From an optimization exercise on the open Yosys and OpenROAD flow, aimed at small area; shortcuts taken in it are not production practice. Only simulation tests tie the RTL to the original design; equivalence was not proved. Power and IR drop assume default switching activity.

==> flow/design.v <==
`default_nettype none
package mesi_pkg;
   localparam int DATA_W    = 32;             
   localparam int ADDR_W    = 5;              
   localparam int MEM_WORDS = 32;             
   localparam int NUM_LINES = 4;              
   localparam int INDEX_W   = 2;              
   localparam int TAG_W     = 3;              
   typedef enum logic [1:0] {
      ST_I = 2'b00,                           
      ST_E = 2'b01,                           
      ST_S = 2'b10,                           
      ST_M = 2'b11                            
   } mesi_state_t;
endpackage
`default_nettype wire
`timescale 1ns/1ps
`default_nettype none
module mesi_rd3 (
   input  logic [2:0] d,                      
   input  logic [2:0] s,                      
   output logic       y_n                     
);
   assign y_n = ~|(d & s);
endmodule
`default_nettype wire
`default_nettype none
module mesi_wkeep (
   input  logic hold,                         
   input  logic q,                            
   output logic y_n                           
);
   assign y_n = ~(hold & q);
endmodule
module mesi_wmux (
   input  logic wen_n,                        
   input  logic din_n,                        
   input  logic keep_n,                       
   output logic y
);
   assign y = ~((wen_n | din_n) & keep_n);endmodule
`default_nettype wire
`timescale 1ns/1ps
`default_nettype none
module mesi_system (
   input  logic                         clk,
   input  logic                         rst_n,
   input  logic                         p0_cyc,
   input  logic                         p0_stb,
   input  logic                         p0_we,
   input  logic [mesi_pkg::ADDR_W-1:0]  p0_adr,
   input  logic [mesi_pkg::DATA_W-1:0]  p0_dat_w,
   output logic [mesi_pkg::DATA_W-1:0]  p0_dat_r,
   output logic                         p0_ack,
   input  logic                         p1_cyc,
   input  logic                         p1_stb,
   input  logic                         p1_we,
   input  logic [mesi_pkg::ADDR_W-1:0]  p1_adr,
   input  logic [mesi_pkg::DATA_W-1:0]  p1_dat_w,
   output logic [mesi_pkg::DATA_W-1:0]  p1_dat_r,
   output logic                         p1_ack
);
   localparam int DW = mesi_pkg::DATA_W;
   localparam int AW = mesi_pkg::ADDR_W;
   localparam int NW = mesi_pkg::MEM_WORDS;
   localparam int NL = mesi_pkg::NUM_LINES;
   localparam int IW = mesi_pkg::INDEX_W;
   localparam int TW = mesi_pkg::TAG_W;
   localparam int NR = NW / 3;                
   localparam int NP = NW - 3 * NR;           
   localparam logic [2:0] C_IDLE   = 3'd0;
   localparam logic [2:0] C_ACK    = 3'd1;
   localparam logic [2:0] C_LOOKUP = 3'd7;
   logic [2:0]              cnt;
   logic                    post;             
   logic                    port;             
   logic                    last_port;        
   logic [AW-1:0]           adr;              
   logic [NR-1:0][2:0][DW-1:0] ring3;         
   logic [NP-1:0][DW-1:0]      ring2;         
   logic [2:0]              ph3;              
   logic                    ph2;              
   logic [1:0]              clr_q;            
   logic [NL-1:0][TW-1:0]   tag0, tag1;       
   logic [NL-1:0][1:0]      st0,  st1;        
   logic                    req0, req1, grant;
   logic                    idle, lookup;
   logic                    psel;             
   logic                    we;
   logic [AW-1:0]           wadr;             
   logic [DW-1:0]           din;
   logic [IW-1:0]           idx;
   logic [TW-1:0]           tg;
   logic                    hit0, hit1;
   logic [1:0]              own_st;
   logic                    own_hit, oth_hit;
   logic                    wb;
   logic [2:0]              k;
   logic                    own_upd, oth_upd;
   logic [1:0]              own_new, oth_new;
   logic                    wr_now;           
   logic [NR:0]             rdec_w, rdec_r;   
   logic [2:0]              off_w,  off_r;    
   logic [2:0]              m3_w,   m3_r;     
   logic [1:0]              m2_w,   m2_r;     
   logic                    keep;             
   logic [NR-1:0]           wen3;
   logic                    wen2;
   logic [NR-1:0][2:1]      sel3;             
   logic                    sel2;             
   logic                    use_cp;           
   logic [DW-1:0]           rd_cp;            
   logic [DW-1:0]           rd;
   assign req0   = p0_cyc & p0_stb;
   assign req1   = p1_cyc & p1_stb;
   assign grant  = (req0 & req1) ? ~last_port : req1;   
   assign idle   = (cnt == C_IDLE);
   assign lookup = (cnt == C_LOOKUP);
   assign psel = idle ? grant : port;
   assign we   = psel ? p1_we    : p0_we;
   assign din  = psel ? p1_dat_w : p0_dat_w;
   assign wadr = idle ? (grant ? p1_adr : p0_adr) : adr;
   assign idx = adr[IW-1:0];
   assign tg  = adr[AW-1:IW];
   assign hit0    = (st0[idx] != mesi_pkg::ST_I) && (tag0[idx] == tg);
   assign hit1    = (st1[idx] != mesi_pkg::ST_I) && (tag1[idx] == tg);
   assign own_st  = port ? st1[idx] : st0[idx];
   assign own_hit = port ? hit1 : hit0;
   assign oth_hit = port ? hit0 : hit1;
   assign wb      = ~own_hit && (own_st == mesi_pkg::ST_M);   
   always_comb
   begin
      if (own_hit)
         k = (we && own_st == mesi_pkg::ST_S) ? 3'd2 : 3'd1;
      else if (wb)
         k = (we || oth_hit) ? 3'd3 : 3'd4;
      else
         k = (we || oth_hit) ? 3'd2 : 3'd3;
   end
   assign own_upd = we | ~own_hit;
   assign own_new = we ? mesi_pkg::ST_M : (oth_hit ? mesi_pkg::ST_S : mesi_pkg::ST_E);
   assign oth_upd = oth_hit & (we | ~own_hit);
   assign oth_new = we ? mesi_pkg::ST_I : mesi_pkg::ST_S;
   always_ff @(posedge clk)
   begin
      if (!rst_n)
      begin
         cnt       <= C_IDLE;
         post      <= 1'b0;
         last_port <= 1'b0;                   
         ph3       <= 3'b001;
         ph2       <= 1'b0;
         st0       <= '0;
         st1       <= '0;
      end
      else
      begin
         case (cnt)
            C_IDLE:
               if (req0 | req1)
               begin
                  cnt       <= C_LOOKUP;
                  last_port <= grant;
               end
            C_LOOKUP:
               cnt <= k;
            3'd4:    cnt <= 3'd3;
            3'd3:    cnt <= 3'd2;
            3'd2:    cnt <= 3'd1;
            default: cnt <= C_IDLE;
         endcase
         post <= lookup;
         ph3  <= {ph3[1:0], ph3[2]};
         ph2  <= ~ph2;
         if (lookup)
         begin
            if (own_upd)
            begin
               if (port) st1[idx] <= own_new;
               else      st0[idx] <= own_new;
            end
            if (oth_upd)
            begin
               if (port) st0[idx] <= oth_new;
               else      st1[idx] <= oth_new;
            end
         end
      end
   end
   always_ff @(posedge clk)
   begin
      port <= psel;                           
      adr  <= wadr;                           
      if (lookup && own_upd)
      begin
         if (port) tag1[idx] <= tg;
         else      tag0[idx] <= tg;
      end
   end
   function automatic logic [NR+3:0] place(input logic [AW-1:0] a);
      place = '0;                               
      for (int w = 0; w < NW; w++)
         if (a == w)
         begin
            place[3 + w / 3] = 1'b1;
            place[w % 3]     = 1'b1;
         end
   endfunction
   function automatic logic [2:0] slot3(input logic [2:0] of, input logic [2:0] ph);
      for (int s = 0; s < 3; s++)
         slot3[s] = (of[0] & ph[s]) | (of[1] & ph[(s + 2) % 3]) | (of[2] & ph[(s + 1) % 3]);
   endfunction
   assign {rdec_w, off_w} = place(wadr);
   assign {rdec_r, off_r} = place(adr);
   assign m3_w  = slot3(off_w, ph3);
   assign m3_r  = slot3(off_r, ph3);
   assign m2_w  = {off_w[0] ^ ph2, off_w[0] ~^ ph2};
   assign m2_r  = {off_r[0] ^ ph2, off_r[0] ~^ ph2};
   assign wr_now = rst_n & we & ((idle & (req0 | req1)) | lookup | post);
   always_ff @(posedge clk)
   begin
      clr_q <= {clr_q[0], ~rst_n};
   end
   assign keep = rst_n & ~|clr_q;
   always_comb
   begin
      for (int r = 0; r < NR; r++)
      begin
         wen3[r]    = wr_now & rdec_w[r] & m3_w[2];
         sel3[r][1] = rdec_r[r] & m3_r[1];
         sel3[r][2] = rdec_r[r] & m3_r[2];
      end
      wen2   = wr_now & rdec_w[NR] & m2_w[1];
      sel2   = rdec_r[NR] & m2_r[1];
      use_cp = rdec_r[NR] ? m2_r[0] : m3_r[0];
   end
   logic [NR-1:0][DW-1:0]   nxt3;
   logic [DW-1:0]           nxt2;
   for (genvar b = 0; b < DW; b++)
   begin : g_wr
      for (genvar r = 0; r < NR; r++)
      begin : g_ring
         logic keep_n;
         mesi_wkeep u_wkeep (
            .hold  (~wen3[r] & keep),
            .q     (ring3[r][2][b]),
            .y_n   (keep_n)
         );
         mesi_wmux u_wmux (
            .wen_n  (~wen3[r]),
            .din_n  (~din[b]),
            .keep_n (keep_n),
            .y      (nxt3[r][b])
         );
      end
      logic keep2_n;
      mesi_wkeep u_wkeep2 (
         .hold  (~wen2 & keep),
         .q     (ring2[1][b]),
         .y_n   (keep2_n)
      );
      mesi_wmux u_wmux2 (
         .wen_n  (~wen2),
         .din_n  (~din[b]),
         .keep_n (keep2_n),
         .y      (nxt2[b])
      );
   end
   always_ff @(posedge clk)
   begin
      for (int r = 0; r < NR; r++)
      begin
         ring3[r][0] <= nxt3[r];
         ring3[r][1] <= ring3[r][0];
         ring3[r][2] <= ring3[r][1];
      end
      ring2[0] <= nxt2;
      ring2[1] <= ring2[0];
   end
   localparam int NT = 2 * NR + 1;            
   localparam int NG = NT / 3;                
   logic [NT-1:0]           tsel;
   logic [DW-1:0][NT-1:0]   tdat;
   logic [DW-1:0][NG-1:0]   grp_n;
   always_comb
   begin
      for (int r = 0; r < NR; r++)
      begin
         tsel[2*r]     = sel3[r][1];
         tsel[2*r + 1] = sel3[r][2];
      end
      tsel[NT-1] = sel2;
      for (int b = 0; b < DW; b++)
      begin
         for (int r = 0; r < NR; r++)
         begin
            tdat[b][2*r]     = ring3[r][1][b];
            tdat[b][2*r + 1] = ring3[r][2][b];
         end
         tdat[b][NT-1] = ring2[1][b];
      end
   end
   for (genvar b = 0; b < DW; b++)
   begin : g_rd
      for (genvar g = 0; g < NG; g++)
      begin : g_grp
         mesi_rd3 u_rd3 (
            .d   (tdat[b][3*g +: 3]),
            .s   (tsel[3*g +: 3]),
            .y_n (grp_n[b][g])
         );
      end
      assign rd[b] = ~&grp_n[b] | (use_cp & rd_cp[b]);
   end
   always_ff @(posedge clk)
   begin
      rd_cp <= rd;
   end
   assign p0_dat_r = rd;                      
   assign p1_dat_r = rd;
   assign p0_ack   = (cnt == C_ACK) & ~port;
   assign p1_ack   = (cnt == C_ACK) &  port;
endmodule
`default_nettype wire
==> flow/config.mk <==
export PLATFORM = sky130hd
export DESIGN_NAME = mesi_system
export DESIGN_NICKNAME = mesi_system
export VERILOG_FILES = /design/flow/design.v
export SDC_FILE = /design/flow/constraint.sdc
export NUM_CORES = 4
export LEC_CHECK = 0
export CAP_MARGIN = 20
export CORE_MARGIN = 2
export CORE_UTILIZATION = 60
export PLACE_DENSITY = 0.7
export SLEW_MARGIN = 20
export SYNTH_HIERARCHICAL = 1
==> flow/constraint.sdc <==
create_clock -name core_clock -period 7.0 [get_ports {clk}]
set_input_delay 1.4000 -clock core_clock [delete_from_list [all_inputs] [get_ports {clk}]]
set_output_delay 1.4000 -clock core_clock [all_outputs]
set_load 0.01 [all_outputs]
standard.sh (not shown) runs the stock make flow with config.mk's settings and CLKGATE_MAP_FILE= SYNTH_SCRIPT=/design/flow/synth_recipe.tcl, a recipe that flattens the netlist after the stock synthesis.
==> flow/flow/run.sh <==
#!/bin/bash
# Standard layout with two changes: the port buffers use the smallest
# buffer cell, and clock tree synthesis uses clkbuf_8 in clusters of up to
# 16 sinks, without dummy loads.
set -euo pipefail
cd "$(dirname "$0")/.."
export BUFFER_PORTS_ARGS="-buffer_cell sky130_fd_sc_hd__buf_1"
export CTS_ARGS="-sink_clustering_enable -repair_clock_nets -buf_list sky130_fd_sc_hd__clkbuf_8 -sink_clustering_size 16 -sink_clustering_max_diameter 60 -dont_use_dummy_load"
bash standard.sh > standard.log 2>&1
Edit:
--- a/flow/design.v
+++ b/flow/design.v
@@ -188,10 +188,13 @@
       end
    end
    always_ff @(posedge clk)
    begin
-      port <= psel;                           
-      adr  <= wadr;                           
+      if (idle)
+      begin
+         port  <= grant;
+         adr   <= wadr;
+      end
       if (lookup && own_upd)
       begin
          if (port) tag1[idx] <= tg;
          else      tag0[idx] <= tg;
=>
- The new run finished with timing, DRC and antenna clean
- routed wire length fell slightly
- total power rises slightly
- worst hold slack loses 0.0076 ns
- fmax falls slightly
- count of clock-buffer cells in the layout went up by 1
- utilization went up by 0.31 points
- cell area went up slightly

-- what the ideal ports hide --
How much do the figures lean on ideal ports? The routed layouts below were timed once more, with nothing changed but the port constraints.
Step 1 assumes that a clkbuf_16 drives the clock port and a buf_2 every other input.
Step 2 moves the port delays by t, midway between the first and last clock arrival at a register: inputs arrive t later, outputs are due t later. That takes back most of the time a late clock gives input paths.
a / b / c = ideal / step 1 / step 2; a / b = the first two.
run	t, ns	setup WS [ns]	worst setup path after step 2	worst slew at a driven data input, ns
the first run	0.722	0.425 / 0.367 / 1.089	register to output	0.06
the second run	0.722	0.325 / 0.268 / 0.990	register to output	0.04
After both steps setup and hold are still met in every run listed.
